Background: an optimization exercise with open tools, aiming at small area, a short achievable clock period and few clock cycles per item. Do not read the settings as production practice. At most, simulation tests tie the RTL to the original design; equivalence was not proved. No functional check of the RTL was part of runs 2 to 4. Power and IR drop assume default switching activity.

$ cat flow/flow/run.sh
#!/bin/bash
# The standard layout, with timing repair aiming past the 10 ns constraint
set -euo pipefail
bash standard.sh SETUP_SLACK_MARGIN=6 finish > standard_flow.log 2>&1
$ cat flow/standard.sh
#!/bin/bash
# synth_recipe.tcl (not shown) runs the flow's synth.tcl, then flattens the netlist and writes it again
# the make line also repeats each setting of config.mk as NAME=value (left out here)
make -C /OpenROAD-flow-scripts/flow DESIGN_CONFIG=/design/flow/config.mk WORK_HOME=/design/flow/orfs CLKGATE_MAP_FILE= SYNTH_SCRIPT=/design/flow/synth_recipe.tcl "${@:-finish}"
$ cat flow/config.mk
export PLATFORM = sky130hd
export DESIGN_NAME = window_min_mean_excess
export DESIGN_NICKNAME = window_min_mean_excess
export VERILOG_FILES = /design/flow/design.v
export SDC_FILE = /design/flow/constraint.sdc
export NUM_CORES = 4
export LEC_CHECK = 0
export ABC_CLOCK_PERIOD_IN_PS = 3000
export CAP_MARGIN = 20
export CORE_MARGIN = 2
export CORE_UTILIZATION = 30
export CTS_CLUSTER_DIAMETER = 60
export CTS_CLUSTER_SIZE = 30
export SETUP_SLACK_MARGIN = 5
export SLEW_MARGIN = 20
export TNS_END_PERCENT = 100
$ cat flow/constraint.sdc
create_clock -name core_clock -period 10.0 [get_ports {clk}]
set_input_delay 2.0000 -clock core_clock [delete_from_list [all_inputs] [get_ports {clk}]]
set_output_delay 2.0000 -clock core_clock [all_outputs]
set_load 0.01 [all_outputs]
$ cat flow/design.v
`timescale 1ns / 1ps
package wmme_pkg;
    localparam int SAMPLE_W = 32;
    localparam logic [SAMPLE_W-1:0] NO_EST_MEAN = {SAMPLE_W{1'b1}};
    typedef logic [SAMPLE_W-1:0] sample_t;
    typedef struct packed {
        logic    valid;
        sample_t sample;
    } wmme_req_t;
endpackage
`timescale 1ns / 1ps
module wmme_queue
(
    input  logic                clk,
    input  logic                rst_n,
    input  logic                in_valid,
    output logic                in_stall,
    input  wmme_pkg::sample_t   sample,
    output logic                head_valid,
    output wmme_pkg::sample_t   head,
    output wmme_pkg::sample_t   head_next,
    input  logic                pop
);
    logic              hv_reg;
    logic              bv_reg;
    wmme_pkg::sample_t h_reg;
    wmme_pkg::sample_t b_reg;
    logic              push;
    assign in_stall   = bv_reg;
    assign push       = in_valid && !bv_reg;
    assign head_valid = hv_reg;
    assign head       = h_reg;
    assign head_next  = (!hv_reg || pop) ? (bv_reg ? b_reg : sample) : h_reg;
    always_ff @(posedge clk)
    begin
        if (!hv_reg || pop)
        begin
            h_reg <= head_next;
        end
        if (push && hv_reg && !pop)
        begin
            b_reg <= sample;
        end
    end
    always_ff @(posedge clk or negedge rst_n)
    begin
        if (!rst_n)
        begin
            hv_reg <= 1'b0;
            bv_reg <= 1'b0;
        end
        else
        begin
            if (!hv_reg || pop)
            begin
                hv_reg <= bv_reg || push;
                bv_reg <= 1'b0;
            end
            else if (push)
            begin
                bv_reg <= 1'b1;
            end
        end
    end
endmodule
`timescale 1ns / 1ps
module wmme_div
#(
    parameter int SUM_W = 39
)
(
    input  logic                clk,
    input  logic                rst_n,
    input  logic                in_valid,
    input  wmme_pkg::sample_t   in_min,
    input  logic [SUM_W-1:0]    in_sum,
    output logic                take,
    output logic                hold,
    output logic                out_valid,
    input  logic                out_stall,
    output wmme_pkg::sample_t   window_min,
    output wmme_pkg::sample_t   mean_excess,
    output logic                no_estimate
);
    localparam int W   = wmme_pkg::SAMPLE_W;
    localparam int T_W = SUM_W - 2;
    localparam int U_W = T_W + 6;
    localparam int Y_W = 52;
    logic              v1_reg, v2_reg, v3_reg, vo_reg;
    wmme_pkg::sample_t m1_reg, m2_reg, m3_reg, mo_reg;
    logic              z1_reg, z2_reg, z3_reg, zo_reg;
    logic [U_W-1:0]    u1_reg;
    logic [Y_W-1:0]    y2_reg;
    logic [W-1:0]      q3_reg;
    wmme_pkg::sample_t mean_reg;
    logic [U_W-1:0]    t0;
    logic [U_W-1:0]    u0;
    logic [Y_W-1:0]    y1;
    logic [Y_W-1:0]    z2;
    assign hold = vo_reg && out_stall;
    assign take = in_valid && !hold;
    assign t0 = U_W'(in_sum[SUM_W-1:2]);
    assign u0 = (t0 << 5) + (t0 << 3) + t0;
    assign y1 = (Y_W'(u1_reg) << 10) - Y_W'(u1_reg);
    assign z2 = y2_reg + (y2_reg >> 20) + Y_W'(16384);
    assign out_valid   = vo_reg;
    assign window_min  = mo_reg;
    assign mean_excess = mean_reg;
    assign no_estimate = zo_reg;
    always_ff @(posedge clk)
    begin
        if (!hold)
        begin
            m1_reg   <= in_min;
            z1_reg   <= (in_min == '0);
            u1_reg   <= u0;
            m2_reg   <= m1_reg;
            z2_reg   <= z1_reg;
            y2_reg   <= y1;
            m3_reg   <= m2_reg;
            z3_reg   <= z2_reg;
            q3_reg   <= z2[Y_W-1:20];
            mo_reg   <= m3_reg;
            zo_reg   <= z3_reg;
            mean_reg <= z3_reg ? wmme_pkg::NO_EST_MEAN : q3_reg - m3_reg;
        end
    end
    always_ff @(posedge clk or negedge rst_n)
    begin
        if (!rst_n)
        begin
            v1_reg <= 1'b0;
            v2_reg <= 1'b0;
            v3_reg <= 1'b0;
            vo_reg <= 1'b0;
        end
        else if (!hold)
        begin
            v1_reg <= in_valid;
            v2_reg <= v1_reg;
            v3_reg <= v2_reg;
            vo_reg <= v3_reg;
        end
    end
endmodule
`timescale 1ns / 1ps
module wmme_engine
#(
    parameter int WINDOW = 100,
    parameter int DQ_N   = 9
)
(
    input  logic                      clk,
    input  logic                      rst_n,
    input  logic                      head_valid,
    input  wmme_pkg::sample_t         head,
    input  wmme_pkg::sample_t         head_next,
    output logic                      pop,
    input  logic                      hold,
    output logic                      res_valid,
    input  logic                      res_take,
    output wmme_pkg::sample_t         res_min,
    output logic [wmme_pkg::SAMPLE_W+6:0] res_sum
);
    localparam int W     = wmme_pkg::SAMPLE_W;
    localparam int IDX_W = $clog2(WINDOW);
    localparam int SUM_W = W + IDX_W;
    localparam logic [IDX_W-1:0] LAST = IDX_W'(WINDOW - 1);
    logic [WINDOW*W-1:0] ring_reg;
    wmme_pkg::sample_t   oldest;
    logic [IDX_W-1:0]    align_reg;
    logic [IDX_W-1:0]    seq_reg;
    logic                full_reg;
    logic [DQ_N-1:0]     dv_reg;
    wmme_pkg::sample_t   dval_reg [DQ_N];
    logic [IDX_W-1:0]    dseq_reg [DQ_N];
    logic                trunc_reg;
    logic                rb_reg;
    logic [IDX_W-1:0]    rb_cnt_reg;
    logic [SUM_W-1:0]    sum_reg;
    logic                rv_reg;
    wmme_pkg::sample_t   xin_reg;
    logic                rbx_reg;
    wmme_pkg::sample_t   gone_reg;
    logic                rb_sel;
    logic                rb_nxt;
    logic                aligned;
    logic                scan;
    logic                step;
    wmme_pkg::sample_t   xin;
    logic                expire;
    logic [DQ_N-1:0]     keep;
    logic [DQ_N-1:0]     kept;
    logic [DQ_N-1:0]     slot;
    logic                evicted;
    logic                room;
    logic                app;
    logic                trunc_nxt;
    logic                empty_nxt;
    logic                trigger;
    function automatic logic lt32(input logic [31:0] a, input logic [31:0] b);
        logic [31:0] l0, e0;
        logic [15:0] l1, e1;
        logic [7:0]  l2, e2;
        logic [3:0]  l3, e3;
        logic [1:0]  l4, e4;
        l0 = ~a & b;
        e0 = ~(a ^ b);
        for (int k = 0; k < 16; k++)
        begin
            l1[k] = l0[2*k+1] | (e0[2*k+1] & l0[2*k]);
            e1[k] = e0[2*k+1] & e0[2*k];
        end
        for (int k = 0; k < 8; k++)
        begin
            l2[k] = l1[2*k+1] | (e1[2*k+1] & l1[2*k]);
            e2[k] = e1[2*k+1] & e1[2*k];
        end
        for (int k = 0; k < 4; k++)
        begin
            l3[k] = l2[2*k+1] | (e2[2*k+1] & l2[2*k]);
            e3[k] = e2[2*k+1] & e2[2*k];
        end
        for (int k = 0; k < 2; k++)
        begin
            l4[k] = l3[2*k+1] | (e3[2*k+1] & l3[2*k]);
            e4[k] = e3[2*k+1] & e3[2*k];
        end
        lt32 = l4[1] | (e4[1] & l4[0]);
    endfunction
    assign oldest  = ring_reg[WINDOW*W-1 -: W];
    assign aligned = (align_reg == '0);
    assign pop     = aligned && head_valid && !rb_reg && (!rv_reg || !hold);
    assign scan    = aligned && rb_reg && rbx_reg;
    assign step    = pop || scan;
    assign xin     = xin_reg;
    assign rb_sel  = rb_reg && !(scan && (rb_cnt_reg == LAST));
    assign rb_nxt  = trigger || rb_sel;
    assign res_valid = rv_reg;
    assign res_min   = full_reg ? dval_reg[0] : '0;
    assign res_sum   = sum_reg;
    assign expire = !rb_reg && dv_reg[0] && (dseq_reg[0] == seq_reg);
    always_comb
    begin
        for (int i = 0; i < DQ_N; i++)
        begin
            keep[i] = dv_reg[i] && lt32(dval_reg[i], xin);
        end
        for (int i = 0; i < DQ_N; i++)
        begin
            if (expire)
                kept[i] = (i + 1 < DQ_N) ? keep[(i + 1) % DQ_N] : 1'b0;
            else
                kept[i] = keep[i];
        end
        for (int i = 0; i < DQ_N; i++)
        begin
            slot[i] = !kept[i] && ((i == 0) ? 1'b1 : kept[(i + DQ_N - 1) % DQ_N]);
        end
    end
    assign evicted   = |(dv_reg & ~keep);
    assign room      = !keep[DQ_N-1] || expire;
    assign app       = trunc_reg ? evicted : room;
    assign trunc_nxt = trunc_reg ? !evicted : !room;
    assign empty_nxt = !kept[0] && !app;
    assign trigger   = pop && trunc_nxt && empty_nxt;
    always_ff @(posedge clk)
    begin
        ring_reg <= {ring_reg[(WINDOW-1)*W-1:0], (pop ? head : oldest)};
        xin_reg  <= rb_sel ? ring_reg[(WINDOW-1)*W-1 -: W] : head_next;
        gone_reg <= (full_reg || (pop && (seq_reg == LAST))) ? ring_reg[(WINDOW-1)*W-1 -: W] : '0;
        if (step)
        begin
            for (int i = 0; i < DQ_N; i++)
            begin
                if (slot[i])
                begin
                    dval_reg[i] <= xin;
                    dseq_reg[i] <= seq_reg;
                end
                else if (expire && (i + 1 < DQ_N))
                begin
                    dval_reg[i] <= dval_reg[(i + 1) % DQ_N];
                    dseq_reg[i] <= dseq_reg[(i + 1) % DQ_N];
                end
            end
        end
    end
    always_ff @(posedge clk or negedge rst_n)
    begin
        if (!rst_n)
        begin
            align_reg  <= '0;
            seq_reg    <= '0;
            full_reg   <= 1'b0;
            dv_reg     <= '0;
            trunc_reg  <= 1'b0;
            rb_reg     <= 1'b0;
            rbx_reg    <= 1'b0;
            rb_cnt_reg <= '0;
            sum_reg    <= '0;
            rv_reg     <= 1'b0;
        end
        else
        begin
            if (!aligned)
                align_reg <= align_reg - IDX_W'(1);
            else if (!step)
                align_reg <= LAST;
            if (step)
            begin
                seq_reg <= (seq_reg == LAST) ? '0 : seq_reg + IDX_W'(1);
            end
            if (pop)
            begin
                if (seq_reg == LAST)
                    full_reg <= 1'b1;
                sum_reg <= sum_reg + SUM_W'(head) - SUM_W'(gone_reg);
            end
            if (step)
            begin
                if (trigger)
                begin
                    dv_reg    <= '0;
                    trunc_reg <= 1'b0;
                end
                else
                begin
                    dv_reg    <= kept | (app ? slot : '0);
                    trunc_reg <= trunc_nxt;
                end
            end
            rb_reg  <= rb_nxt;
            rbx_reg <= rb_sel;
            if (trigger)
                rb_cnt_reg <= '0;
            else if (scan)
                rb_cnt_reg <= rb_cnt_reg + IDX_W'(1);
            if (pop && !trigger)
                rv_reg <= 1'b1;
            else if (scan && (rb_cnt_reg == LAST))
                rv_reg <= 1'b1;
            else if (res_take)
                rv_reg <= 1'b0;
        end
    end
endmodule
`timescale 1ns / 1ps
module window_min_mean_excess
#(
    parameter int WINDOW = 100
)
(
    input  logic    clk,
    input  logic    rst_n,
    input  logic    in_valid,
    output logic    in_stall,
    input  wmme_pkg::sample_t sample,
    output logic    out_valid,
    input  logic    out_stall,
    output wmme_pkg::sample_t window_min,
    output wmme_pkg::sample_t mean_excess,
    output logic    no_estimate
);
    localparam int SUM_W = wmme_pkg::SAMPLE_W + $clog2(WINDOW);
    logic              head_valid;
    wmme_pkg::sample_t head;
    wmme_pkg::sample_t head_next;
    logic              pop;
    logic              hold;
    logic              res_valid;
    logic              res_take;
    wmme_pkg::sample_t res_min;
    logic [SUM_W-1:0]  res_sum;
    wmme_queue u_queue (
        .clk        (clk),
        .rst_n      (rst_n),
        .in_valid   (in_valid),
        .in_stall   (in_stall),
        .sample     (sample),
        .head_valid (head_valid),
        .head       (head),
        .head_next  (head_next),
        .pop        (pop)
    );
    wmme_engine #(
        .WINDOW (WINDOW)
    ) u_engine (
        .clk        (clk),
        .rst_n      (rst_n),
        .head_valid (head_valid),
        .head       (head),
        .head_next  (head_next),
        .pop        (pop),
        .hold       (hold),
        .res_valid  (res_valid),
        .res_take   (res_take),
        .res_min    (res_min),
        .res_sum    (res_sum)
    );
    wmme_div #(
        .SUM_W (SUM_W)
    ) u_div (
        .clk         (clk),
        .rst_n       (rst_n),
        .in_valid    (res_valid),
        .in_min      (res_min),
        .in_sum      (res_sum),
        .take        (res_take),
        .hold        (hold),
        .out_valid   (out_valid),
        .out_stall   (out_stall),
        .window_min  (window_min),
        .mean_excess (mean_excess),
        .no_estimate (no_estimate)
    );
endmodule
==> run notes, run 1 <==
The flow ran to the end and the layout has no timing, DRC or antenna violations. The number of max-cap violations is 0. The shortest clock period the worst path allows after layout is 3.88 ns.

The critical path capture point type is an output port. The number of clock buffers added by TritonCTS is approximately 200. The commonest non-fill, non-tap cell in the layout is sky130_fd_sc_hd__dfxtp_1.

The required time of the critical path is about 8.0 ns. The count of input and output buffers is 102. The floorplan step set the die height to between 600 and 700 um. VDD sags by at most between 0.15 and 0.2 mV. The area growth from synthesis to layout is 13.2%.

The worst clock skew came out at about 0.12 ns. The post-synthesis cell area is roughly 110000 um^2. The die width came out at ~620 um. The endpoint of the most critical register-to-register path is u_engine.dval_reg[4][4]. The via count normalized by instance count is between 4 and 5. After synthesis, the cell types taking the most area are sky130_fd_sc_hd__dfxtp_1, sky130_fd_sc_hd__edfxtp_1, sky130_fd_sc_hd__ha_1. The critical path is of the register to output port type. The synthesized instance count came out at roughly 7600. The global-route wire length before repair came out at ~310 mm. The level count of the clock H-tree came out at 4. Summed over all cells, the static leakage comes to 51.6 nW.

At the placement stage, the worst setup path has a slack of approximately 5.0 ns. The maximum fanout along the worst path is 1. The via count of the routed design came out at about 52000. The congestion estimate from routability-driven global placement came to a little over 0.8. The share of the Yosys chip area taken by registers is 0.780. The insertion delay to the later sink of the worst-skew pair is about 0.91 ns. The total number of nets in the final design is approximately 8500. The hold buffer count at cts came out at 0. The overall die area came out at 383000 um^2. Of all cell types, the one taking the most synthesized area is sky130_fd_sc_hd__dfxtp_1. The most used flip-flop cell after synthesis is sky130_fd_sc_hd__dfxtp_1.

The total track usage is 0.105. Once placement finished, the instance area stood at ~120000 um^2. The violation count after the first detailed-route iteration is around 3000. The fraction of the cycle the final worst path needs came out at 0.388.

The path class of the tightest hold or removal check is register to register. Summed over all layers, the global routing overflow is 0. For this block, the routed nets add up to 204 mm of wire. The clock net in this run drives a total of between 4000 and 5000 sinks. After clock tree synthesis, the clock-pin slew on the worst setup and hold paths is 0.11 ns. The placed wire-length estimate came out at ~140 mm. During synthesis, Yosys emitted a total of 5 warnings. Counting cells, the worst reg-to-reg path comes to 14.

STA classifies the critical path startpoint as a register. The count of nets left with antenna violations after detail routing came out at 0. The library cells used most frequently in the layout, excluding fill and tap cells, are sky130_fd_sc_hd__dfxtp_1, sky130_fd_sc_hd__edfxtp_1, sky130_fd_sc_hd__inv_1.

The number of antenna violations at the first check in global routing was 19. The peak per-stage delay on the critical path is around 0.57 ns. TritonCTS built the clock tree. The relative slew slack came out at 0.192.

The total power density per cell area is about 200 nW/um^2. The first-pass detailed-route iteration total came out at 5. The worst path setup slack after routing is 6.12 ns. In the routed design, unresolved DRC markers number 0. The number of global-route vias before repair is 53000.

The mean area per synthesized cell came out at 15.0 um^2. The I/O pin total came out at between 100 and 150. For this configuration, the core starts out at a cell density of 0.302. The number of unique standard cell types used by synthesis came out at 80. The flop-to-flop setup slack came out at 6.12 ns. The flip-flop count of the largest register after layout is 3200.

For this run, asynchronously set or reset flops after synthesis account for 0.0198. The number of cells on the critical path is 1. The number of rows created at floorplan came out at about 230. The worst endpoint data arrival time is between 1.5 and 2 ns. The upper clock frequency limit is 0.258 GHz. The per-cell routed wire length is 15.7 um. Broken down by cell family, the worst path's largest delay share belongs to buffers and inverters. Leaving out filler cells and counting taps, the final layout contains between 10000 and 15000. The worst setup path startpoint is u_div.mo_reg[23].

The area of the core region came out at between 300000 and 400000 um^2. Clock tree synthesis selected as its root buffer the cell sky130_fd_sc_hd__clkbuf_16. The setup TNS after final layout came out at 0 ns. The worst path buffer plus inverter count came out at 1. The worst setup path endpoint is window_min[23]. Once layout is done, the placed cells without fillers occupy ~130000 um^2. Entering global routing, the biggest net connects 174 pins. In this run the critical register-to-register path is launched from u_engine.xin_reg[1]. The overall power is approximately 26 mW. The final count of pins violating max slew is 0. The measured slew at the worst slew-check pin came out at around 1.2 ns. The number of flip-flops and latches in the synthesized netlist came out at around 4000. The number of setup violations in the final report is 0. The worst hold path cell count is 0. Of the cells placed in the final design, the portion with a size suffix greater than 1 is 0.0973. Traced cell by cell, the critical path runs through clkdlybuf4s50_1. Yosys mapped a number of flops with a built-in enable equal to roughly 710. The total placed cells including tap cells is 12600. The number of nets in the synthesized netlist is approximately 8200. On the critical path, the stage with the largest delay is an instance of sky130_fd_sc_hd__clkdlybuf4s50_1.

Setup repair after global routing could not meet its margin everywhere. The top-area cell type share of the netlist area came out at 0.576. The final number of hold-violating endpoints is 0. In this run the deepest clock path goes through 4 buffers.
[routing by layer]
metal	wire, um	GRT usage	vias up
met5	9	0	-
met4	5590	0.0319	2
met3	7680	0.0149	288
met2	90600	0.168	768
met1	100000	0.146	25100
li1	-	-	26000
[cells in the mapped netlist, types with 6 or more instances]
library cell                number
sky130_fd_sc_hd__dfxtp_1      3264
sky130_fd_sc_hd__edfxtp_1      706
sky130_fd_sc_hd__inv_1         530
sky130_fd_sc_hd__ha_1          490
sky130_fd_sc_hd__nand2_1       350
sky130_fd_sc_hd__mux2_2        254
sky130_fd_sc_hd__o21ai_0       254
sky130_fd_sc_hd__a21oi_1       241
sky130_fd_sc_hd__nor2_1        183
sky130_fd_sc_hd__a21o_1        133
sky130_fd_sc_hd__xnor2_1       131
sky130_fd_sc_hd__clkbuf_1       83
sky130_fd_sc_hd__dfrtp_1        80
sky130_fd_sc_hd__nor2b_1        73
sky130_fd_sc_hd__nand3_1        68
sky130_fd_sc_hd__fa_1           66
sky130_fd_sc_hd__nand2b_1       64
sky130_fd_sc_hd__nand4_1        59
sky130_fd_sc_hd__xor2_1         51
sky130_fd_sc_hd__and2_1         42
sky130_fd_sc_hd__nor3_1         42
sky130_fd_sc_hd__a211oi_1       38
sky130_fd_sc_hd__mux2i_1        37
sky130_fd_sc_hd__o21a_1         32
sky130_fd_sc_hd__o21bai_1       26
sky130_fd_sc_hd__o211ai_1       24
sky130_fd_sc_hd__and3_1         22
sky130_fd_sc_hd__a31oi_1        19
sky130_fd_sc_hd__nor4_1         18
sky130_fd_sc_hd__buf_2          15
sky130_fd_sc_hd__or2_2          14
sky130_fd_sc_hd__a211o_1        13
sky130_fd_sc_hd__and4_1         13
sky130_fd_sc_hd__o31ai_1        12
sky130_fd_sc_hd__or3_1          10
sky130_fd_sc_hd__a2111oi_0       8
sky130_fd_sc_hd__o41ai_1         6
[kinds of logic after synthesis]
group	share of synthesized area
flip-flops	0.780
AND/OR/NAND/NOR	0.0425
AO/OA/AOI/OAI	0.0475
buffers and inverters	0.0212
adder cells (fa/ha/maj)	0.0657
multiplexers	0.0285
XOR/XNOR	0.0141
[what timing repair did]
action / CTS / global route
cloned: 0 / 8
setup endpoints to repair: 439 / 503
resized for setup: 87 / 98
setup buffers: 28 / 18
pin swaps: 11 / 27
[cell type report]
cell class | count | area [um^2]
Fill cell | 36000 | 248000
Sequential cell | 4050 | 88600
Multi-Input combinational cell | 2887 | 23000
Tap cell | 4994 | 6250
Clock buffer | 219 | 5180
Timing Repair Buffer | 217 | 2290
Inverter | 531 | 2000
Clock inverter | 75 | 1070
Antenna cell | 7 | 17.5
[how the worst min path moves through the flow]
stage / start / to
CTS: u_engine.ring_reg[15] / u_engine.ring_reg[47]
detailed placement: u_engine.ring_reg[1000] / u_engine.ring_reg[1032]
global route: u_engine.ring_reg[15] / u_engine.ring_reg[47]
global placement: u_engine.ring_reg[2739] / u_engine.ring_reg[2771]
floorplan: u_engine.ring_reg[968] / u_engine.ring_reg[1000]
finish: u_engine.ring_reg[351] / u_engine.ring_reg[383]
[power breakdown]
part           internal [mW]      switching, mW  total, mW
Sequential              16.5  0.000000000000948       16.5
Combinational         0.0128             0.0125     0.0253
Clock                   3.98               5.15       9.13
Total                   20.5               5.16       25.7
[worst register-to-register path, stage by stage (launching register included)]
cell and delay [ns]:
sky130_fd_sc_hd__dfxtp_1 0.37, sky130_fd_sc_hd__buf_12 0.16, sky130_fd_sc_hd__ha_1 0.25, sky130_fd_sc_hd__and3b_1 0.16
sky130_fd_sc_hd__o21ai_1 0.14, sky130_fd_sc_hd__a211oi_2 0.11, sky130_fd_sc_hd__o31ai_2 0.38, sky130_fd_sc_hd__o211ai_1 0.26
sky130_fd_sc_hd__a31oi_1 0.27, sky130_fd_sc_hd__o21ai_0 0.13, sky130_fd_sc_hd__and2_2 0.25, sky130_fd_sc_hd__mux2i_4 0.23
sky130_fd_sc_hd__nor2b_4 0.30, sky130_fd_sc_hd__buf_12 0.21, sky130_fd_sc_hd__mux2_2 0.38
[metrics by stage]
step | utilization | hold WS, ns
after floorplan | - | 0.310
after global placement | 0.321 | 0.310
after detailed placement | 0.322 | 0.312
after CTS | 0.339 | 0.279
after global routing | 0.341 | 0.287
final | 0.341 | 0.289
Testbench counts, summed over its fixed seeds: cycles 3,248, items 3,200.
==> inputs of run 2 (changes only) <==
--- a/flow/design.v
+++ b/flow/design.v
@@ -88,5 +88,7 @@
     localparam int Y_W = 52;
-    logic              v1_reg, v2_reg, v3_reg, vo_reg;
-    wmme_pkg::sample_t m1_reg, m2_reg, m3_reg, mo_reg;
-    logic              z1_reg, z2_reg, z3_reg, zo_reg;
+    logic              v0_reg, v1_reg, v2_reg, v3_reg, vo_reg;
+    wmme_pkg::sample_t m0_reg, m1_reg, m2_reg, m3_reg, mo_reg;
+    logic              z0_reg, z1_reg, z2_reg, z3_reg, zo_reg;
+    logic [T_W-1:0]    t0_reg;
+    logic [U_W-1:0]    n0_reg;
     logic [U_W-1:0]    u1_reg;
@@ -102,3 +104,3 @@
     assign t0 = U_W'(in_sum[SUM_W-1:2]);
-    assign u0 = (t0 << 5) + (t0 << 3) + t0;
+    assign u0 = (U_W'(t0_reg) << 5) + n0_reg;
     assign y1 = (Y_W'(u1_reg) << 10) - Y_W'(u1_reg);
@@ -113,4 +115,8 @@
         begin
-            m1_reg   <= in_min;
-            z1_reg   <= (in_min == '0);
+            m0_reg   <= in_min;
+            z0_reg   <= (in_min == '0);
+            t0_reg   <= in_sum[SUM_W-1:2];
+            n0_reg   <= (t0 << 3) + t0;
+            m1_reg   <= m0_reg;
+            z1_reg   <= z0_reg;
             u1_reg   <= u0;
@@ -131,2 +137,3 @@
         begin
+            v0_reg <= 1'b0;
             v1_reg <= 1'b0;
@@ -138,3 +145,4 @@
         begin
-            v1_reg <= in_valid;
+            v0_reg <= in_valid;
+            v1_reg <= v0_reg;
             v2_reg <= v1_reg;
==> flow/flow/run.sh (replaced) <==
#!/bin/bash
# The standard layout, with timing repair aiming past the 10 ns constraint
set -euo pipefail
bash standard.sh SETUP_SLACK_MARGIN=6.5 finish > standard_flow.log 2>&1
--- a/flow/config.mk
+++ b/flow/config.mk
@@ -10,3 +10,3 @@
 export CORE_MARGIN = 2
-export CORE_UTILIZATION = 30
+export CORE_UTILIZATION = 40
 export CTS_CLUSTER_DIAMETER = 60
==> run 2 against run 1 <==
Effect of this change: still clean; synthesized cell count up 4.6%; register-to-register slack better by 0.10 ns; sequential power grew 3%; area after synthesis grew 3.7%; hold slack got worse by 0.038 ns; cell count is 2.8% lower; critical endpoint is now u_engine.dval_reg[3][4].
==> run notes, run 2 <==
The flow ran to the end and the layout has no timing, DRC or antenna violations. The insertion delay to the later sink of the worst-skew pair came to 0.92 ns (about the same). The count of input and output buffers was 102 (unchanged). The final count of pins violating max slew was 0 (unchanged). The number of flip-flops and latches in the synthesized netlist is 4159 (+2.7%). The global-route wire length before repair came to 324 mm (+3.3%).

The number of buffers created by CTS is 217 (+9.0%). Sorting the synthesized cells by how often they occur yields sky130_fd_sc_hd__dfxtp_1, sky130_fd_sc_hd__edfxtp_1, sky130_fd_sc_hd__inv_1. The cell count of the worst reg-to-reg path came out at 16 (+2). The count of unresolved DRC violations after routing is 0 (unchanged). The number of clock sinks is 4159 (+2.7%). The critical path capture point type is a register. The startpoint identified for the worst hold timing path is u_engine.ring_reg[1470]. The most used flip-flop cell after synthesis is sky130_fd_sc_hd__dfxtp_1.

The tree is rooted in a sky130_fd_sc_hd__clkbuf_16. The placed wire-length estimate came out at 128 mm (-8.7%). The effective utilization at floorplan is 0.401 (+0.0995).

The async set-reset flop share out of synthesis is 0.0195 (-0.000277). The per-cell routed wire length is 17.3 um (+9.9%). The fraction of final layout cells sized beyond drive strength 1 is 0.171 (+0.0735). The number of nets in the synthesized netlist is 8514 (+4.3%). The post-synthesis cell area is 118000 um^2 (+3.7%). The via count normalized by instance count came out at 4.53 (+13%). The total track usage came to 0.137 (+0.0319). The final number of hold-violating endpoints was 0 (unchanged). The final core utilization came to 0.473 (+0.131). The worst clock skew came to 0.124 ns (+0.00832 ns). The total number of nets in the final design is 9164 (+8.1%). The number of rows created at floorplan came out at 199 (-12%). The count of nets left with antenna violations after detail routing came out at 0 (unchanged).

The level count of the clock H-tree is 4 (unchanged). The non-filler instance count after layout was 12600 (-2.8%). The total placed cells including tap cells came out at 11900 (-5.9%). The area of the core region is 293000 um^2 (-22%). The I/O pin total came out at 103 (unchanged). The leakage power figure came out at 56.4 nW (+9.2%).

The via count of the routed design is 57200 (+9.7%). The area growth from synthesis to layout came out at 17.8%. Setup repair after global routing could not meet its margin everywhere. The setup TNS after final layout came out at 0 ns (unchanged).

TritonCTS built the clock tree. The required time of the critical path came out at 10.52 ns (+2.52 ns). The top-area cell type share of the netlist area came out at 0.555 (-0.0206). The measured slew at the worst slew-check pin is 0.950 ns (-0.249 ns). The first-pass detailed-route iteration total came out at 5 (unchanged).

The path type of the worst setup path is register to register. The global-route congestion overflow total came out at 0 (unchanged). The commonest non-fill, non-tap cell in the layout is sky130_fd_sc_hd__dfxtp_1. The number of enable-type register cells in the synthesized netlist is 814 (+15%). The maximum number of pins on one net before global-route repair is 203 (+17%). The total power density per cell area came out at 195 nW/um^2 (-2.7%). The overall die area came out at 298000 um^2 (-22%). The area used by multi-input combinational logic is 26300 um^2 (+14%). The number of unique standard cell types used by synthesis is 88 (+10%). The shortest clock period the worst path allows after layout is 3.78 ns (-0.100 ns). The most common cell in the synthesized netlist is sky130_fd_sc_hd__dfxtp_1. The filler cell count in the final layout came out at 25200 (-30%). The violation count after the first detailed-route iteration came out at 3457 (+15%). In this run the worst setup path begins at u_engine.xin_reg[21].

The fraction of the cycle the final worst path needs was 0.378 (-0.0100). The upper clock frequency limit came out at 0.265 GHz (+2.6%). The number of max-cap violations is 0 (unchanged). The mean area per synthesized cell came out at 14.9 um^2 (-0.88%). The final-layout worst hold slack is 0.251 ns (-0.0380 ns). The global placement routability congestion is 0.848 (+3.3%). The die width came out at 546 um (-12%).

The vertical die dimension came out at 546 um (-12%). The sort of element at the start of the critical path is a register. The share of synthesized area occupied by flip-flops and latches is 0.780 (about the same). The clock-pin slew of the registers on the worst-case setup and hold paths is 0.11 ns (about the same). The worst supply voltage drop on vdd is 0.173 mV (+5.1%). The register area was 91900 um^2 (+3.7%).

The number of synthesis warnings is 5 (unchanged). The relative slew slack is 0.366 (+0.175). The beginning of the worst register-to-register path is u_engine.xin_reg[21]. The maximum fanout along the worst path was 18 (+17). The post-detailed-routing wire length was 218 mm (+6.8%). Of all cell types, the one taking the most synthesized area is sky130_fd_sc_hd__dfxtp_1. The number of setup violations in the final report is 0 (unchanged). The path class of the tightest hold or removal check is register to register. The number of global-route vias before repair is 56300 (+6.1%). The worst endpoint data arrival time came to 4.30 ns (+2.42 ns).

The flip-flop count of the largest register after layout is 3200 (unchanged). The worst hold path cell count is 0 (unchanged). The synthesized instance count came out at 7923 (+4.6%). The number of antenna violations at the first check in global routing is 26 (+7). The maximum buffer depth of the clock tree is 4 (unchanged). By area the synthesized netlist is led by sky130_fd_sc_hd__dfxtp_1, sky130_fd_sc_hd__edfxtp_1, sky130_fd_sc_hd__ha_1.

In the layout the commonest cells are sky130_fd_sc_hd__dfxtp_1, sky130_fd_sc_hd__edfxtp_1, sky130_fd_sc_hd__inv_1.
==> run 2: worst paths after layout <==
kind | endpoint | slack, ns
max in group asynchronous | u_engine.sum_reg[14] | 7.76
min in group asynchronous | u_engine.sum_reg[34] | 0.97
setup reg to reg | u_engine.dval_reg[3][4] | 6.22
hold / removal | u_engine.ring_reg[1502] | 0.25
setup / recovery | u_engine.dval_reg[3][4] | 6.22
hold reg to reg | u_engine.ring_reg[1502] | 0.25
==> run 2: layer usage <==
metal / track usage / vias up / part of all wire
met3: 0.0230 / 492 / 0.039
li1: - / 28200 / -
met1: 0.177 / 27500 / 0.45
met5: 0 / - / 0.00026
met2: 0.228 / 1057 / 0.47
met4: 0.0546 / 8 / 0.045
==> run 2: logic make-up after synthesis <==
| family | share of synthesized area |
|---|---|
| AOI/OAI and AO/OA | 0.0515 |
| xor gates and xnor gates | 0.0154 |
| adders and majority gates | 0.0613 |
| buffers and inverters | 0.0218 |
| DFF | 0.780 |
| muxes | 0.0249 |
| and+or+nand+nor | 0.0448 |
==> run 2: repair_timing <==
action	in CTS	in global routing
buffers inserted	183	114
hold buffers	0	0
pin swaps	84	146
cloned	44	51
resized for setup	575	591
hold endpoints to repair	0	0
setup endpoints to repair	924	929
==> run 2: metrics by stage <==
step / instance area, um^2 / worst slack [ns] / power (mW)
floorplan: 118000 / 5.33 / 17.4
global placement: 124000 / 4.45 / 17.4
detailed placement: 124000 / 4.32 / 17.4
CTS: 135000 / 6.30 / 27.3
global route: 139000 / 6.13 / 27.9
finish: 139000 / 6.22 / 27.0
==> run 2: layout make-up <==
class	count	area share
multi-input cells	3123	0.190
well taps	3919	0.0354
repair buffers	512	0.0449
flip-flops and latches	4159	0.663
clock inverters	99	0.0110
inverters	559	0.0152
clock buffers	238	0.0407
repair inverters	1	0.0000542
diodes	5	0.0000903
==> run 2: worst max-delay path, cell delays in order, from the launching register on <==
cell,delay (ns)
sky130_fd_sc_hd__dfxtp_2,0.34
sky130_fd_sc_hd__buf_12,0.15
sky130_fd_sc_hd__ha_1,0.31
sky130_fd_sc_hd__nand4_1,0.13
sky130_fd_sc_hd__nor2_1,0.08
sky130_fd_sc_hd__a221o_1,0.35
sky130_fd_sc_hd__o21bai_4,0.19
sky130_fd_sc_hd__a211oi_4,0.41
sky130_fd_sc_hd__nand2b_4,0.22
sky130_fd_sc_hd__mux2_4,0.17
sky130_fd_sc_hd__nor2b_4,0.23
sky130_fd_sc_hd__buf_12,0.15
sky130_fd_sc_hd__nor2_4,0.05
sky130_fd_sc_hd__buf_12,0.19
sky130_fd_sc_hd__nor2_4,0.12
sky130_fd_sc_hd__buf_6,0.12
sky130_fd_sc_hd__buf_12,0.12
==> run 2: where the power goes <==
group | leakage (nW) | internal (mW) | switching, mW
Sequential | 35.6 | 17.0 | 0.00000000000417
Combinational | 17.3 | 0.0127 | 0.0153
Clock | 3.46 | 4.49 | 5.45
Total | 56.4 | 21.5 | 5.47
==> inputs of run 3 (changes only) <==
==> flow/flow/run.sh (replaced) <==
#!/bin/bash
# The standard layout, with timing repair aiming past the 10 ns constraint
set -euo pipefail
bash standard.sh SETUP_SLACK_MARGIN=6 finish > standard_flow.log 2>&1
==> run 3 against run 2 <==
Effect of this change: count of clock-buffer cells in the layout decreased by 9; design area fell by 4.9%; area after synthesis unchanged; cell count shrank 2.6%; global-route usage decreased by 0.63 points; non-clock buffer count shrank 293; via count down 4.4%; setup slack lost 0.10 ns; fmax down 2.7%; largest power group unchanged.
==> run notes, run 3 <==
The flow ran to the end and the layout has no timing, DRC or antenna violations. The maximum number of pins on one net before global-route repair came to 203 (unchanged). The area of the core region was 293000 um^2 (unchanged). The share of synthesized area occupied by flip-flops and latches was 0.780 (unchanged). The xor-xnor portion of the synthesized cell area is 0.0154 (unchanged).

After global routing, the most crowded layer is met2. The number of synthesis warnings came out at 5 (unchanged). The maximum buffer depth of the clock tree came out at 4 (unchanged). The required time of the critical path came to 10.55 ns (+0.03 ns). The async set-reset flop share out of synthesis came out at 0.0195 (unchanged). The simple-gate portion of the synthesized area is 0.0448 (unchanged).

The count of nets left with antenna violations after detail routing came out at 0 (unchanged). By count the netlist is led by sky130_fd_sc_hd__dfxtp_1, sky130_fd_sc_hd__edfxtp_1, sky130_fd_sc_hd__inv_1. The number of nets in the synthesized netlist is 8514 (unchanged).

The via count of the routed design came to 54700 (-4.4%). The violation count after the first detailed-route iteration came out at 2897 (-16%). The relative slew slack came to 0.293 (-0.0736). The cell count of the worst reg-to-reg path was 13 (-3). The area growth from synthesis to layout is 12.1%. The number of enable-type register cells in the synthesized netlist is 814 (unchanged).

The met2 track demand over resource came out at 0.215 (-0.0126). The flop-to-flop setup slack is 6.12 ns (-0.10 ns). The total power density per cell area is 202 nW/um^2 (+3.6%). The global-route congestion overflow total came out at 0 (unchanged).

The number of rows created at floorplan came out at 199 (unchanged). The signal on the critical path passes through clkdlybuf4s50_1 > nand3_4 > nand4b_1 > buf_6 > and2_4 > clkinvlp_4 > nor3b_4 > buf_4. The clock-pin slew of the registers on the worst-case setup and hold paths came to 0.10 ns (about the same). The effective utilization at floorplan is 0.401 (unchanged). The shortest clock period the worst path allows after layout came to 3.88 ns (+0.104 ns).

The library cell occupying the most area in the post-synthesis netlist is sky130_fd_sc_hd__dfxtp_1. The most common cell in the synthesized netlist is sky130_fd_sc_hd__dfxtp_1. After synthesis, the largest family of logic cells by area is adder cells. The number of setup violations in the final report came to 0 (unchanged).

The post-detailed-routing wire length is 198 mm (-9.1%). The sort of element at the start of the critical path is an input port. The flip-flop count of the largest register after layout came out at 3200 (unchanged). The path type of the worst setup path is input port to register. The measured slew at the worst slew-check pin came out at 1.06 ns (+0.110 ns).

The vertical die dimension is 546 um (unchanged). The via count normalized by instance count is 4.45 (-1.9%). The peak per-stage delay on the critical path came out at 0.63 ns (+0.22 ns). The global placement routability congestion came out at 0.850 (+0.15%).

The worst hold path class is register to register. Setup repair after global routing could not meet its margin everywhere. The count of unresolved DRC violations after routing came out at 0 (unchanged). The global-route wire length before repair is 311 mm (-4.0%). The most used flip-flop cell after synthesis is sky130_fd_sc_hd__dfxtp_1. STA classifies the critical path endpoint as a register. The met1 usage is 0.171 (-0.00613). The synthesized instance count is 7923 (unchanged). The final instance area is 132000 um^2 (-4.9%). The area used by multi-input combinational logic came out at 24000 um^2 (-8.8%). The post-place instance area is 124000 um^2 (about the same). The leakage power figure is 53.2 nW (-5.6%). The maximum fanout along the worst path came out at 57 (+39). The register area is 91800 um^2 (about the same). Leaving out fill and tap cells, the most frequent cells in the layout are sky130_fd_sc_hd__dfxtp_1, sky130_fd_sc_hd__edfxtp_1, sky130_fd_sc_hd__inv_1. The mean area per synthesized cell came to 14.9 um^2 (unchanged). Leaving out fill and tap cells, the most frequent cell in the layout is sky130_fd_sc_hd__dfxtp_1. The overall die area is 298000 um^2 (unchanged). The share of synthesized cell area in full adder, half adder and majority cells was 0.0613 (unchanged).

The switching portion of total power is 0.203 (about the same). The insertion delay to the later sink of the worst-skew pair is 0.93 ns (about the same). The part of the power in combinational logic came to 0.001 (about the same). The setup TNS after final layout is 0 ns (unchanged). The total track usage came out at 0.130 (-0.00627).

The final-layout worst hold slack is 0.258 ns (+0.00668 ns). The level count of the clock H-tree came out at 4 (unchanged). The die width is 546 um (unchanged). The clock tree from TritonCTS is yes. The internal power contribution came out at 21.2 mW (-1.5%). The endpoint identified for the worst register-to-register timing path is u_engine.dval_reg[7][4]. The upper clock frequency limit came to 0.257 GHz (-2.7%).

Ranked by total cell area, the synthesized netlist is headed by sky130_fd_sc_hd__dfxtp_1, sky130_fd_sc_hd__edfxtp_1, sky130_fd_sc_hd__ha_1. The fraction of the cycle the final worst path needs is 0.388 (+0.0104). The net switching power is 5.39 mW (-1.4%). The total number of nets in the final design is 8849 (-3.4%). The top-area cell type share of the netlist area came out at 0.555 (unchanged). The sequential power share came out at 0.640 (+0.009).

CTS placed an instance of sky130_fd_sc_hd__clkbuf_16 at the clock tree root. The first-pass detailed-route iteration total came to 7 (+2). The worst setup path endpoint is u_queue.b_reg[8]. The share of cell area taken by muxes after synthesis came to 0.0249 (unchanged). The number of max-cap violations came out at 0 (unchanged). Tracing the worst setup path back leads to its startpoint at out_stall.

The number of flip-flops and latches in the synthesized netlist came out at 4159 (unchanged). The fraction of final layout cells sized beyond drive strength 1 came out at 0.0929 (-0.0778). The worst supply voltage drop on vdd came out at 0.147 mV (-15%). The slowest stage of the critical path is the sky130_fd_sc_hd__clkdlybuf4s50_1 cell. The clock group share of total power came to 0.359 (-0.009).

The number of unique standard cell types used by synthesis is 88 (unchanged). The final count of pins violating max slew came out at 0 (unchanged). The worst clock skew came to 0.112 ns (-0.0122 ns). The number of antenna violations at the first check in global routing came out at 24 (-7.7%). In this run the critical register-to-register path is launched from u_engine.xin_reg[26].

The filler cell count in the final layout is 25800 (+2.7%). The placed wire-length estimate is 129 mm (+0.75%). The final number of hold-violating endpoints is 0 (unchanged). The compound-gate portion of the synthesized area came to 0.0515 (unchanged).

The I/O pin total came to 103 (unchanged). The final core utilization is 0.449 (-0.0232). The met3 layer usage reported by global route is 0.0185 (-0.00449).

The number of global-route vias before repair is 55100 (-2.1%). The post-synthesis cell area came to 118000 um^2 (unchanged). The number of clock sinks came out at 4159 (unchanged).

The worst endpoint data arrival time was 4.43 ns (+0.13 ns). The count of input and output buffers is 102 (unchanged). The per-cell routed wire length is 16.1 um (-6.7%). The number of buffers created by CTS is 211 (-2.8%).
==> run 3: cell type report <==
type / count / area share
flip-flops and latches: 4159 / 0.697
multi-input cells: 3107 / 0.182
clock buffers: 229 / 0.0410
well taps: 3919 / 0.0372
repair buffers: 219 / 0.0171
inverters: 559 / 0.0159
clock inverters: 89 / 0.00990
diodes: 7 / 0.000133
repair inverters: 1 / 0.0000569
==> run 3: power groups by stage <==
stage | clock network (mW) | registers (mW) | logic, mW
2_1_floorplan | 0 | 17.4 | 0.000554
3_3_place_gp | 0 | 17.4 | 0.0300
3_5_place_dp | 0 | 17.4 | 0.0306
4_1_cts | 9.89 | 17.0 | 0.0306
5_1_grt | 10.5 | 17.0 | 0.0313
6_report | 9.54 | 17.0 | 0.0284
==> run 3: logic make-up (layout without fill, tap and decap cells) <==
group | count (synthesis) | count (layout)
AOI/OAI and AO/OA | 993 | 995
xor gates and xnor gates | 207 | 207
DFF | 4159 | 4159
and+or+nand+nor | 1074 | 1086
other | 0 | 7
buffers and inverters | 671 | 1097
muxes | 264 | 264
adders and majority gates | 555 | 555
==> run 3: worst min path at each step <==
stage | startpoint | endpoint | depth (start not counted)
final | u_engine.ring_reg[1662] | u_engine.ring_reg[1694] | 0
after global placement | u_engine.ring_reg[3124] | u_engine.ring_reg[3156] | 0
after global routing | u_engine.ring_reg[1662] | u_engine.ring_reg[1694] | 0
after CTS | u_engine.ring_reg[1662] | u_engine.ring_reg[1694] | 0
after detailed placement | u_engine.ring_reg[985] | u_engine.ring_reg[1017] | 0
after floorplan | u_engine.ring_reg[968] | u_engine.ring_reg[1000] | 0
==> run 3: metrics by stage <==
stage	setup WS, ns	power, mW	std cells
after CTS	6.01	26.9	12300
after detailed placement	3.86	17.4	11900
after global routing	5.87	27.5	12300
final	6.12	26.6	12300
after global placement	3.86	17.4	11900
after floorplan	5.33	17.4	7923
==> run 3: what timing repair did <==
action,in CTS,in global routing
resized for setup,69,53
buffers inserted,35,24
hold buffers,0,0
pin swaps,23,19
endpoints found under the setup margin,647,411
gates cloned,14,5
hold endpoints to repair,0,0
==> run 3: per-layer routing <==
metal	part of all wire	up-vias
li1	-	27500
met1	0.46	25800
met2	0.46	900
met3	0.035	484
met4	0.046	2
met5	0.000066	-
==> run 3: worst max-delay path, delay by kind of cell <==
family	cells	cell delay, ns
and+or+nand+nor	4	0.83
buffers and inverters	4	1.58
==> inputs of run 4 (changes only) <==
--- a/flow/design.v
+++ b/flow/design.v
@@ -21,2 +21,4 @@
     output wmme_pkg::sample_t   head_next,
+    output wmme_pkg::sample_t   head_if_pop,
+    output wmme_pkg::sample_t   head_if_stay,
     input  logic                pop
@@ -32,3 +34,5 @@
     assign head       = h_reg;
-    assign head_next  = (!hv_reg || pop) ? (bv_reg ? b_reg : sample) : h_reg;
+    assign head_if_pop  = bv_reg ? b_reg : sample;
+    assign head_if_stay = hv_reg ? h_reg : head_if_pop;
+    assign head_next    = pop ? head_if_pop : head_if_stay;
     always_ff @(posedge clk)
@@ -88,7 +92,5 @@
     localparam int Y_W = 52;
-    logic              v0_reg, v1_reg, v2_reg, v3_reg, vo_reg;
-    wmme_pkg::sample_t m0_reg, m1_reg, m2_reg, m3_reg, mo_reg;
-    logic              z0_reg, z1_reg, z2_reg, z3_reg, zo_reg;
-    logic [T_W-1:0]    t0_reg;
-    logic [U_W-1:0]    n0_reg;
+    logic              v1_reg, v2_reg, v3_reg, vo_reg;
+    wmme_pkg::sample_t m1_reg, m2_reg, m3_reg, mo_reg;
+    logic              z1_reg, z2_reg, z3_reg, zo_reg;
     logic [U_W-1:0]    u1_reg;
@@ -104,3 +106,3 @@
     assign t0 = U_W'(in_sum[SUM_W-1:2]);
-    assign u0 = (U_W'(t0_reg) << 5) + n0_reg;
+    assign u0 = (t0 << 5) + (t0 << 3) + t0;
     assign y1 = (Y_W'(u1_reg) << 10) - Y_W'(u1_reg);
@@ -115,8 +117,4 @@
         begin
-            m0_reg   <= in_min;
-            z0_reg   <= (in_min == '0);
-            t0_reg   <= in_sum[SUM_W-1:2];
-            n0_reg   <= (t0 << 3) + t0;
-            m1_reg   <= m0_reg;
-            z1_reg   <= z0_reg;
+            m1_reg   <= in_min;
+            z1_reg   <= (in_min == '0);
             u1_reg   <= u0;
@@ -137,3 +135,2 @@
         begin
-            v0_reg <= 1'b0;
             v1_reg <= 1'b0;
@@ -145,4 +142,3 @@
         begin
-            v0_reg <= in_valid;
-            v1_reg <= v0_reg;
+            v1_reg <= in_valid;
             v2_reg <= v1_reg;
@@ -165,2 +161,4 @@
     input  wmme_pkg::sample_t         head_next,
+    input  wmme_pkg::sample_t         head_if_pop,
+    input  wmme_pkg::sample_t         head_if_stay,
     output logic                      pop,
@@ -191,5 +189,7 @@
     logic                rbx_reg;
-    wmme_pkg::sample_t   gone_reg;
     logic                rb_sel;
     logic                rb_nxt;
+    logic [W:0]          dsum_reg;
+    logic [W:0]          dsum_pop;
+    logic [W:0]          dsum_stay;
     logic                aligned;
@@ -246,2 +246,5 @@
     assign rb_nxt  = trigger || rb_sel;
+    assign dsum_pop  = (W+1)'(head_if_pop) -
+                       (W+1)'((full_reg || (seq_reg == LAST)) ? ring_reg[(WINDOW-1)*W-1 -: W] : '0);
+    assign dsum_stay = (W+1)'(head_if_stay) - (W+1)'(full_reg ? ring_reg[(WINDOW-1)*W-1 -: W] : '0);
     assign res_valid = rv_reg;
@@ -278,3 +281,3 @@
         xin_reg  <= rb_sel ? ring_reg[(WINDOW-1)*W-1 -: W] : head_next;
-        gone_reg <= (full_reg || (pop && (seq_reg == LAST))) ? ring_reg[(WINDOW-1)*W-1 -: W] : '0;
+        dsum_reg <= pop ? dsum_pop : dsum_stay;
         if (step)
@@ -325,3 +328,3 @@
                     full_reg <= 1'b1;
-                sum_reg <= sum_reg + SUM_W'(head) - SUM_W'(gone_reg);
+                sum_reg <= sum_reg + SUM_W'($signed(dsum_reg));
             end
@@ -376,2 +379,4 @@
     wmme_pkg::sample_t head_next;
+    wmme_pkg::sample_t head_if_pop;
+    wmme_pkg::sample_t head_if_stay;
     logic              pop;
@@ -391,2 +396,4 @@
         .head_next  (head_next),
+        .head_if_pop  (head_if_pop),
+        .head_if_stay (head_if_stay),
         .pop        (pop)
@@ -401,2 +408,4 @@
         .head_next  (head_next),
+        .head_if_pop  (head_if_pop),
+        .head_if_stay (head_if_stay),
         .pop        (pop),
==> flow/flow/run.sh (replaced) <==
#!/bin/bash
# The standard layout, with timing repair aiming past the 10 ns constraint
set -euo pipefail
bash standard.sh SETUP_SLACK_MARGIN=6.5 finish > standard_flow.log 2>&1
==> run 4 against run 3 <==
Effect of this change: sequential power fell by 3%; via count increased by 8.1%; core utilization up 3.8 points; clock power is 7% higher; count of clock-buffer cells in the layout increased by 11; global-route usage rose by 1.6 points.
==> run notes, run 4 <==
The post-detailed-routing wire length came to 228 mm (+15%). Walking the worst path, the cells encountered are ha_4 > nand4b_1 > nor3_2 > buf_4 > or2_4 > and2_4 > ha_4 > fa_2 > nor2b_4 > o211ai_1 > a21oi_4 > o21ai_2 > a211oi_2 > buf_4 > o221a_4 > o311ai_4 > a21oi_4 > o41ai_4 > or4_1 > nand3_1. The critical path starts at u_engine.seq_reg[0].

The kind of cell with the highest combined delay along the critical path is compound AO/OA/AOI/OAI gates. The number of clock sinks is 4051 (-2.6%). The shortest clock period the worst path allows after layout came out at 4.27 ns (+0.382 ns). The number of synthesis warnings is 5 (unchanged). The total number of nets in the final design came out at 9356 (+5.7%). The worst endpoint data arrival time is 5.11 ns (+0.68 ns). The overall die area came to 294000 um^2 (-1.4%). The peak per-stage delay on the critical path is 0.49 ns (-0.14 ns). The number of nets in the synthesized netlist came out at 8566 (+0.61%). The synthesized instance count came out at 7940 (+0.21%). The clock tree from TritonCTS is yes. The mean area per synthesized cell came out at 14.6 um^2 (-1.6%). The number of rows created at floorplan came out at 197 (-1.0%).

sky130_fd_sc_hd__dfxtp_1 is the most common cell in the netlist. The setup TNS after final layout came to 0 ns (unchanged). The placed wire-length estimate is 129 mm (about the same).

The beginning of the worst register-to-register path is u_engine.seq_reg[0]. STA classifies the critical path startpoint as a register. The min-delay analysis places its worst path in the category register to register. The global placement routability congestion came out at 0.838 (-1.4%). The number of setup violations in the final report was 0 (unchanged). The worst path setup slack after routing is 5.73 ns (-0.382 ns). The async set-reset flop share out of synthesis came to 0.0197 (+0.000272). The count of nets left with antenna violations after detail routing came out at 0 (unchanged). The number of enable-type register cells in the synthesized netlist came to 706 (-13%).

The worst path buffer plus inverter count came to 2 (-2). The leakage power figure came to 59.6 nW (+12%). The count of unresolved DRC violations after routing is 0 (unchanged). The area of the core region is 288000 um^2 (-1.7%).

The worst slack at placement is 4.02 ns (+0.160 ns). Sorting the synthesized cells by area gives the leading types as sky130_fd_sc_hd__dfxtp_1, sky130_fd_sc_hd__edfxtp_1, sky130_fd_sc_hd__ha_1. Among all flip-flop cells after synthesis, the most frequent one is sky130_fd_sc_hd__dfxtp_1.

The run finished with no timing, DRC or antenna violations. The maximum buffer depth of the clock tree came out at 4 (unchanged). The number of unique standard cell types used by synthesis is 86 (-2.3%).

The global-route wire length before repair was 341 mm (+9.4%). The number of antenna violations at the first check in global routing came out at 12 (-50%). The non-filler instance count after layout was 12600 (+2.9%). The per-cell routed wire length was 18.1 um (+12%).

Counting instances in the post-synthesis netlist gives the leading cell types as sky130_fd_sc_hd__dfxtp_1, sky130_fd_sc_hd__edfxtp_1, sky130_fd_sc_hd__ha_1. The final instance area was 141000 um^2 (+6.7%). The total power density per cell area is 190 nW/um^2 (-5.8%). The fraction of the cycle the final worst path needs is 0.427 (+0.0382). The first-pass detailed-route iteration total came to 6 (-1). The largest individual stage delay along the critical path comes from the cell sky130_fd_sc_hd__or4_1. Setup repair after global routing could not meet its margin everywhere. The area growth from synthesis to layout is 21.3%. The start point of the worst min-delay path is u_engine.ring_reg[2485]. The flip-flop count of the largest register after layout is 3200 (unchanged). The final count of pins violating max slew came to 0 (unchanged). The insertion delay to the later sink of the worst-skew pair is 0.92 ns (about the same).

The fraction of final layout cells sized beyond drive strength 1 is 0.222 (+0.129). The share of synthesized area occupied by flip-flops and latches is 0.763 (-0.0170). The relative slew slack is 0.334 (+0.0417). The global-route congestion overflow total is 0 (unchanged). The final core utilization came to 0.488 (+0.0384). The number of buffers created by CTS came out at 223 (+5.7%). The upper clock frequency limit came out at 0.234 GHz (-9.0%).

The final number of hold-violating endpoints came out at 0 (unchanged). The post-place instance area came out at 122000 um^2 (-1.1%). The critical path is of the register to register type. The vertical die dimension is 543 um (-0.69%). The via count of the routed design is 59100 (+8.1%). The worst supply voltage drop on vdd came out at 0.166 mV (+13%). The violation count after the first detailed-route iteration is 3390 (+17%).

The post-synthesis cell area came out at 116000 um^2 (-1.4%). The measured slew at the worst slew-check pin is 0.998 ns (-0.0625 ns). The required time of the critical path is 10.85 ns (+0.30 ns). The library cell used most frequently in the layout, excluding fill and tap cells, is sky130_fd_sc_hd__dfxtp_1. The hold buffer count at cts is 0 (unchanged). The worst setup path is captured at a register. The clock-pin slew of the registers on the worst-case setup and hold paths came out at 0.10 ns (about the same). The count of input and output buffers is 102 (unchanged). Summed over all instances, the cell type with the most area after synthesis is sky130_fd_sc_hd__dfxtp_1.

The total placed cells including tap cells came to 11700 (-1.2%). The effective utilization at floorplan is 0.402 (+0.00116). The total track usage came out at 0.146 (+0.0158). The worst clock skew came out at 0.0706 ns (-0.0415 ns). The via count normalized by instance count came to 4.67 (+5.1%). The maximum number of pins on one net before global-route repair came out at 198 (-2.5%).

The I/O pin total came out at 103 (unchanged). The top-area cell type share of the netlist area came out at 0.563 (+0.00802). The die width is 543 um (-0.69%). The CTS root buffer is sky130_fd_sc_hd__clkbuf_16. The number of flip-flops and latches in the synthesized netlist is 4051 (-2.6%). The maximum fanout along the worst path is 5 (-91%).

The level count of the clock H-tree came out at 4 (unchanged). The number of max-cap violations came to 0 (unchanged). In the layout the commonest cells are sky130_fd_sc_hd__dfxtp_1, sky130_fd_sc_hd__edfxtp_1, sky130_fd_sc_hd__ha_1. The number of global-route vias before repair is 59600 (+8.2%).
run 4: worst paths after layout:
kind,depth (start not counted),slack [ns],end
min in group asynchronous,1,1.00,u_queue.bv_reg
setup / recovery,20,5.73,u_engine.dsum_reg[30]
max in group asynchronous,2,7.57,u_engine.sum_reg[26]
hold reg to reg,0,0.28,u_engine.ring_reg[2517]
hold / removal,0,0.28,u_engine.ring_reg[2517]
setup reg to reg,20,5.73,u_engine.dsum_reg[30]
run 4: power by group:
part	internal (mW)	switching, mW	total [mW]
registers	16.5	0.00000000000265	16.5
clock network	4.63	5.54	10.2
logic	0.00972	0.0140	0.0238
run 4: cell families after synthesis:
family | count (synthesis) | share of synthesized area
compound gates | 1049 | 0.0568
simple gates | 1139 | 0.0462
xor+xnor | 229 | 0.0173
fa+ha+maj | 590 | 0.0660
mux | 323 | 0.0317
buf+inv | 559 | 0.0186
flops | 4051 | 0.763
run 4: repair_timing:
item	CTS	global route
buffers inserted	298	131
cloned	73	41
endpoints found under the setup margin	1154	824
pin swaps	202	244
gates resized for setup	997	671
run 4: final cells by class:
class	instances	area, um^2
repair buffers	659	7900
fillers	24200	148000
inverters	436	1640
diodes	4	10.0
clock inverters	116	1860
flip-flops and latches	4051	88700
multi-input cells	3359	30200
well taps	3781	4730
clock buffers	240	5730
run 4: metal layers:
metal,up-vias,global-route usage,part of all wire
li1,28700,-,-
met1,28500,0.185,0.43
met2,1296,0.247,0.47
met3,610,0.0220,0.039
met4,4,0.0642,0.057
met5,-,0,0.000096
run 4: through the flow:
stage | total power [mW] | hold WS (ns)
finish | 26.7 | 0.284
global route | 27.6 | 0.284
CTS | 27.0 | 0.279
detailed placement | 16.9 | 0.312
global placement | 16.9 | 0.310
floorplan | 16.9 | 0.310
run 4: worst register-to-register path, cell delays in order (launching register included):
cell and delay (ns):
sky130_fd_sc_hd__dfrtp_2 0.44, sky130_fd_sc_hd__ha_4 0.17, sky130_fd_sc_hd__nand4b_1 0.10, sky130_fd_sc_hd__nor3_2 0.05
sky130_fd_sc_hd__buf_4 0.17, sky130_fd_sc_hd__or2_4 0.27, sky130_fd_sc_hd__and2_4 0.18, sky130_fd_sc_hd__ha_4 0.16
sky130_fd_sc_hd__fa_2 0.41, sky130_fd_sc_hd__nor2b_4 0.13, sky130_fd_sc_hd__o211ai_1 0.18, sky130_fd_sc_hd__a21oi_4 0.23
sky130_fd_sc_hd__o21ai_2 0.10, sky130_fd_sc_hd__a211oi_2 0.22, sky130_fd_sc_hd__buf_4 0.16, sky130_fd_sc_hd__o221a_4 0.22
sky130_fd_sc_hd__o311ai_4 0.14, sky130_fd_sc_hd__a21oi_4 0.21, sky130_fd_sc_hd__o41ai_4 0.10, sky130_fd_sc_hd__or4_1 0.49
sky130_fd_sc_hd__nand3_1 0.08

==> separate check: timing with driven ports <==
The results above use ideal ports. As a check the final layouts listed here were re-extracted and re-timed, cells and wires unchanged.
Step 1: set_driving_cell puts a clkbuf_16 on clk and a buf_2 on each other input, an assumption about the parent block.
Step 2 moves the port delays by t, midway between the first and last clock arrival at a register: inputs arrive t later, outputs are due t later. That takes back most of the time a late clock gives input paths.
a / b / c = no drivers / after step 1 / after step 2; a / b = the first two.
run	shift t [ns]	setup slack, ns	worst register clock-pin slew, ns
run 1	0.946	6.120 / 6.025 / 5.190	0.11 / 0.11
run 2	0.951	6.220 / 6.220 / 5.472	0.11 / 0.11
run 3	0.965	6.115 / 6.060 / 5.118	0.11 / 0.11
run 4	0.974	5.733 / 5.733 / 4.804	0.11 / 0.11
After both steps setup and hold are still met in every run listed. The setup slack of run 3, which loses most, moves by -0.055 ns with the drivers and by -0.997 ns with both steps.
